Background: an optimization exercise with open tools, aiming at small area, a short achievable clock period and few clock cycles per item. Do not read the settings as production practice. Only simulation tests tie the RTL to the original design; equivalence was not proved.

==> flow/design.v <==
`timescale 1ns / 1ps
package urr_pkg;
  localparam int STATE_W = 48;
  localparam int DATA_W  = 32;
  localparam int DRAW_W  = 31;
  localparam int DRAW_LSB = STATE_W - DRAW_W;
  localparam int MULT_W = 35;
  localparam logic [MULT_W-1:0]  LCG_MULT = 35'h5DEECE66D;
  localparam logic [STATE_W-1:0] LCG_INC  = 48'hB;
  localparam int CHUNK_W    = 16;
  localparam int NUM_CHUNKS = STATE_W / CHUNK_W;
  localparam int CHUNK_IDX_W = $clog2(NUM_CHUNKS);
  localparam int PROD_W     = CHUNK_W + MULT_W;
  localparam int DIV_CNT_W = $clog2(DATA_W);
endpackage
`timescale 1ns / 1ps
module uniform_range_random_unit (
  input  logic                          clk,
  input  logic                          rst,
  input  logic                          seed_write,
  input  logic [urr_pkg::STATE_W-1:0]   seed_data,
  input  logic                          in_valid,
  output logic                          in_stall,
  input  logic [urr_pkg::DATA_W-1:0]    range_low,
  input  logic [urr_pkg::DATA_W-1:0]    range_high,
  output logic                          out_valid,
  input  logic                          out_stall,
  output logic [urr_pkg::DATA_W-1:0]    value,
  output logic                          range_error
);
  typedef enum logic [2:0] {
    S_IDLE,     
    S_THRESH,   
    S_DRAW,     
    S_CHECK,    
    S_MOD,      
    S_DONE      
  } state_t;
  localparam logic [urr_pkg::DIV_CNT_W-1:0]   DIV_LAST = urr_pkg::DIV_CNT_W'(urr_pkg::DATA_W - 1);
  localparam logic [urr_pkg::CHUNK_IDX_W-1:0] MUL_LAST =
    urr_pkg::CHUNK_IDX_W'(urr_pkg::NUM_CHUNKS - 1);
  state_t                            state;
  logic [urr_pkg::STATE_W-1:0]       lcg_state;
  logic [urr_pkg::STATE_W-1:0]       acc;
  logic [urr_pkg::CHUNK_IDX_W-1:0]   mul_idx;
  logic [urr_pkg::DATA_W-1:0]        lo;
  logic [urr_pkg::DATA_W-1:0]        span;
  logic [urr_pkg::DATA_W-1:0]        thresh;
  logic [urr_pkg::DRAW_W-1:0]        draw;
  logic [urr_pkg::DATA_W-1:0]        div_shift;
  logic [urr_pkg::DATA_W-1:0]        div_rem;
  logic [urr_pkg::DIV_CNT_W-1:0]     div_cnt;
  logic [urr_pkg::DATA_W-1:0]        res_value;
  logic                              res_error;
  logic [urr_pkg::DATA_W-1:0]        span_in;
  logic [urr_pkg::DATA_W:0]          trial;
  logic [urr_pkg::DATA_W-1:0]        div_rem_next;
  logic [urr_pkg::CHUNK_W-1:0]       chunk;
  logic [urr_pkg::PROD_W-1:0]        partial;
  logic [urr_pkg::STATE_W-1:0]       acc_next;
  assign span_in = range_high - range_low + urr_pkg::DATA_W'(1);
  assign in_stall = (state != S_IDLE);
  assign trial = {div_rem, div_shift[urr_pkg::DATA_W-1]};
  always_comb begin
    if (trial >= {1'b0, span}) begin
      div_rem_next = urr_pkg::DATA_W'(trial - {1'b0, span});
    end else begin
      div_rem_next = trial[urr_pkg::DATA_W-1:0];
    end
  end
  assign chunk    = lcg_state[urr_pkg::CHUNK_W*mul_idx +: urr_pkg::CHUNK_W];
  assign partial  = {{urr_pkg::MULT_W{1'b0}}, chunk} *
                    {{urr_pkg::CHUNK_W{1'b0}}, urr_pkg::LCG_MULT};
  assign acc_next = acc + (urr_pkg::STATE_W'(partial) << (urr_pkg::CHUNK_W * mul_idx));
  always_ff @(posedge clk) begin
    if (rst) begin
      state       <= S_IDLE;
      lcg_state   <= '0;
      out_valid   <= 1'b0;
    end else begin
      if ((state == S_DONE) && (!out_valid || !out_stall)) begin
        out_valid <= 1'b1;
      end else if (out_valid && !out_stall) begin
        out_valid <= 1'b0;
      end
      case (state)
        S_IDLE: begin
          if (seed_write) begin
            lcg_state <= seed_data;
          end
          if (in_valid) begin
            lo        <= range_low;
            span      <= span_in;
            if (range_low > range_high) begin
              res_value <= '0;
              res_error <= 1'b1;
              state     <= S_DONE;
            end else begin
              res_error <= 1'b0;
              div_shift <= urr_pkg::DATA_W'(0) - span_in;
              div_rem   <= '0;
              div_cnt   <= '0;
              acc       <= urr_pkg::LCG_INC;
              mul_idx   <= '0;
              state     <= (span_in == '0) ? S_DRAW : S_THRESH;
            end
          end
        end
        S_THRESH: begin
          div_rem   <= div_rem_next;
          div_shift <= div_shift << 1;
          div_cnt   <= div_cnt + 1'b1;
          if (div_cnt == DIV_LAST) begin
            thresh <= div_rem_next;
            state  <= S_DRAW;
          end
        end
        S_DRAW: begin
          acc     <= acc_next;
          mul_idx <= mul_idx + 1'b1;
          if (mul_idx == MUL_LAST) begin
            mul_idx   <= '0;
            lcg_state <= acc_next;
            draw      <= acc_next[urr_pkg::STATE_W-1:urr_pkg::DRAW_LSB];
            state     <= S_CHECK;
          end
        end
        S_CHECK: begin
          if (span == '0) begin
            res_value <= lo + {1'b0, draw};
            state     <= S_DONE;
          end else if ({1'b0, draw} < thresh) begin
            acc     <= urr_pkg::LCG_INC;
            mul_idx <= '0;
            state   <= S_DRAW;
          end else begin
            div_shift <= {1'b0, draw};
            div_rem   <= '0;
            div_cnt   <= '0;
            state     <= S_MOD;
          end
        end
        S_MOD: begin
          div_rem   <= div_rem_next;
          div_shift <= div_shift << 1;
          div_cnt   <= div_cnt + 1'b1;
          if (div_cnt == DIV_LAST) begin
            res_value <= lo + div_rem_next;
            state     <= S_DONE;
          end
        end
        S_DONE: begin
          if (!out_valid || !out_stall) begin
            value       <= res_value;
            range_error <= res_error;
            state       <= S_IDLE;
          end
        end
        default: begin
          state <= S_IDLE;
        end
      endcase
    end
  end
endmodule
==> flow/run.sh <==
#!/bin/bash
# synth_recipe.tcl (not shown) runs the flow's synth.tcl, then flattens the netlist and writes it again
# the make line also repeats each setting of config.mk as NAME=value (left out here)
make -C /OpenROAD-flow-scripts/flow DESIGN_CONFIG=/design/flow/config.mk WORK_HOME=/design/flow/orfs CLKGATE_MAP_FILE= SYNTH_SCRIPT=/design/flow/synth_recipe.tcl finish
==> flow/config.mk <==
export PLATFORM = sky130hd
export DESIGN_NAME = uniform_range_random_unit
export DESIGN_NICKNAME = uniform_range_random_unit
export VERILOG_FILES = /design/flow/design.v
export SDC_FILE = /design/flow/constraint.sdc
export NUM_CORES = 4
export LEC_CHECK = 0
export CAP_MARGIN = 20
export CORE_MARGIN = 2
export CORE_UTILIZATION = 40
export SLEW_MARGIN = 20
==> flow/constraint.sdc <==
create_clock -name core_clock -period 11.0 [get_ports {clk}]
set_input_delay 2.2000 -clock core_clock [delete_from_list [all_inputs] [get_ports {clk}]]
set_output_delay 2.2000 -clock core_clock [all_outputs]
set_load 0.01 [all_outputs]
==> impl_metrics.tcl <==
set metrics [dict create \
    num_rows 107 \
    hpwl_um 85100 \
    synth_top_area_cell "edfxtp_1" \
    slowest_delay_ps 580 \
    setup-violations-final 0 \
    fin_setup_tns_ps 0 \
    core_um2 85500 \
    end_kind "flop" \
    antenna_found_initial 0 \
    syn_to_final_growth_pct 12.7 \
    gr-total-overflow 0 \
    clk_latency_ps 590 \
    final_nets 4584 \
    reg_top3 "acc x48, lcg_state x48" \
    grtUsageTotal_pct 23.0 \
    detail-route-antenna-nets 0 \
    yosysWarningCount 1 \
    async_flop_share_pct 0 \
    grt_pass1_wl_um 159000 \
    drc 0 \
    min_path_type "flop to flop" \
    startpoint "mul_idx[0]" \
    synthCells 3690 \
    status "timing/DRC/antenna clean" \
    routed_wl_um 104000 \
    critPathBufInv 7 \
    final_common_cell "inv_1" \
    routedWlPerCell_um 20.8 \
    syn_avg_cell_area_um2 9.40 \
    synth_top_cell_area_share_pct 27.0 \
    crit_required_ps 11300 \
    fmax_mhz 97.1 \
    timing.rr.start "mul_idx[0]" \
    hold_viol_final 0 \
    cts.sinks 364 \
    synth-main-ff-cell "edfxtp_1" \
    die_y_um 298 \
    hp-start "res_value[22]" \
    rsz0062_at_grt "false" \
    h-tree-depth 2 \
    io_buffers 151 \
    ios 152 \
    clockBufferDepth 3 \
    seq_area_frac_synth_pct 30.0 \
    start_util_pct 40.5 \
    synth_fp_nets 4437 \
    hold_buffers 0 \
    cp_max_fo 9 \
    finalCriticalPeriod_ps 10290 \
    mostFrequentLayoutCells "inv_1, ha_1, edfxtp_1, nand2_1, nor2_1" \
    path_class "flop to flop" \
    synth.cell_area_um2 34700 \
    root_buffer "clkbuf_16" \
    vias 27100 \
    antennaDiodeCount 0 \
    startpoint_type "flop" \
    drt-pass1-iter-count 6 \
    drt_iter0_drc 2089 \
    critPathSlowestCell "fa_1" \
    fp.dieW_um 298 \
    via_per_inst 5.41 \
    cts_buffers 42 \
    maxCapViolCount 0 \
    worst_pin_slew_ps 985 \
    crit_arrival_ps 10590 \
    relSlewSlack_pct 34.3 \
    grt_start_max_net_pins 68 \
    clock_skew_ps 33.4 \
    synth.area.top_cells "edfxtp_1, ha_1, fa_1" \
    synth_seq_cells 364 \
    drive_above_1_share_pct 5.11 \
    synth.distinct_cells 87 \
    drv_slew 0 \
    clk_pin_slew_ps 60 \
    synth-edff-count 312 \
    cts_tree "built" \
    routabilityCongestion 0.989 \
    cp_top_family "adder cells" \
    min_period_over_period_pct 93.6 \
    die_area_um2 89100 \
    grt_pass1_vias 26600 \
]
## cell families after synthesis
kind of cell | share of synthesized area (%)
AOI/OAI and AO/OA | 16.6
xor gates and xnor gates | 4.89
adders and majority gates | 27.8
buffers and inverters | 7.60
DFF | 30.0
muxes | 0.985
and+or+nand+nor | 12.2
## layout make-up
class	count	area, µm²
clock buffers	57	1160
clock inverters	21	209
fillers	8302	46500
inverters	598	2240
multi-input cells	2624	21700
flip-flops and latches	364	10400
well taps	1144	1430
repair buffers	207	1940
## repair_timing
item | CTS | global route
resized for setup | 0 | 2
endpoints found under the setup margin | 0 | 15
buffers inserted | 0 | 5
## cells in the mapped netlist (7+ instances only)
master / number
inv_1: 597
ha_1: 397
edfxtp_1: 312
nand2_1: 283
nor2_1: 259
fa_1: 233
a21oi_1: 228
o21ai_0: 222
xnor2_1: 117
a21o_1: 104
clkbuf_1: 96
xor2_1: 74
dfxtp_1: 52
and2_1: 47
nor3_1: 46
nor2b_1: 44
a211oi_1: 40
nand3_1: 39
nand4_1: 38
o21a_1: 35
mux2i_1: 33
o221a_2: 31
a22oi_1: 29
a31oi_1: 27
o21bai_1: 25
and3_1: 22
nand2b_1: 20
nor4_1: 20
o211ai_1: 17
or3_1: 15
o31ai_1: 13
or2_2: 12
a221oi_1: 9
a211o_1: 8
nor3b_1: 8
o2111ai_1: 7
o31a_1: 7
## through the flow
stage	setup WS [ps]	instances	util (%)	hold WS, ps	instance area [µm²]
2_1_floorplan	1230	3690	-	400	34700
3_3_place_gp	490	4931	44.0	402	37700
3_5_place_dp	405	4931	44.0	405	37700
4_1_cts	360	5009	45.6	418	39000
5_1_grt	165	5015	45.7	423	39100
6_report	706	5015	45.7	416	39100
## layer usage
metal	vias to the layer above	track usage, %	part of all wire (%)
met3	88	3.11	5.5
met2	783	39.7	48
met1	13200	31.3	45
met5	-	0	0
li1	13100	-	-
met4	0	3.66	1.5
## worst paths after layout
kind / end / slack (ps) / depth (start not counted)
hold / removal: value[22] / 420 / 0
setup reg to reg: acc[46] / 710 / 35
setup / recovery: acc[46] / 710 / 35
hold reg to reg: value[22] / 420 / 0
Testbench counts, summed over its fixed seeds: cycles 201,112, items 3,200.

==> what the ideal ports hide <==
In the flow no input, the clock included, has a driving cell. The finished layout below was timed again as built, in two steps. Step 1 sets driving cells, clkbuf_16 on the clock port and buf_2 on the other inputs (assumed; they add their load-dependent delay and slew). Step 2, shift: input delay + t, output delay - t, t = (earliest + latest rising clock arrival at the registers) / 2. This alone moves slack from input paths to output paths. a / b / c = ideal ports / drivers / drivers and shift; a / b = the first two.
shift t [ns]: 0.638
slack for setup (ns): 0.706 / 0.706 / 0.706
cell pins on the clock port's net: 1
After both steps this run still meets setup and hold. The setup slack of this run moves by 0.000 ns with the drivers and by 0.000 ns with both steps.
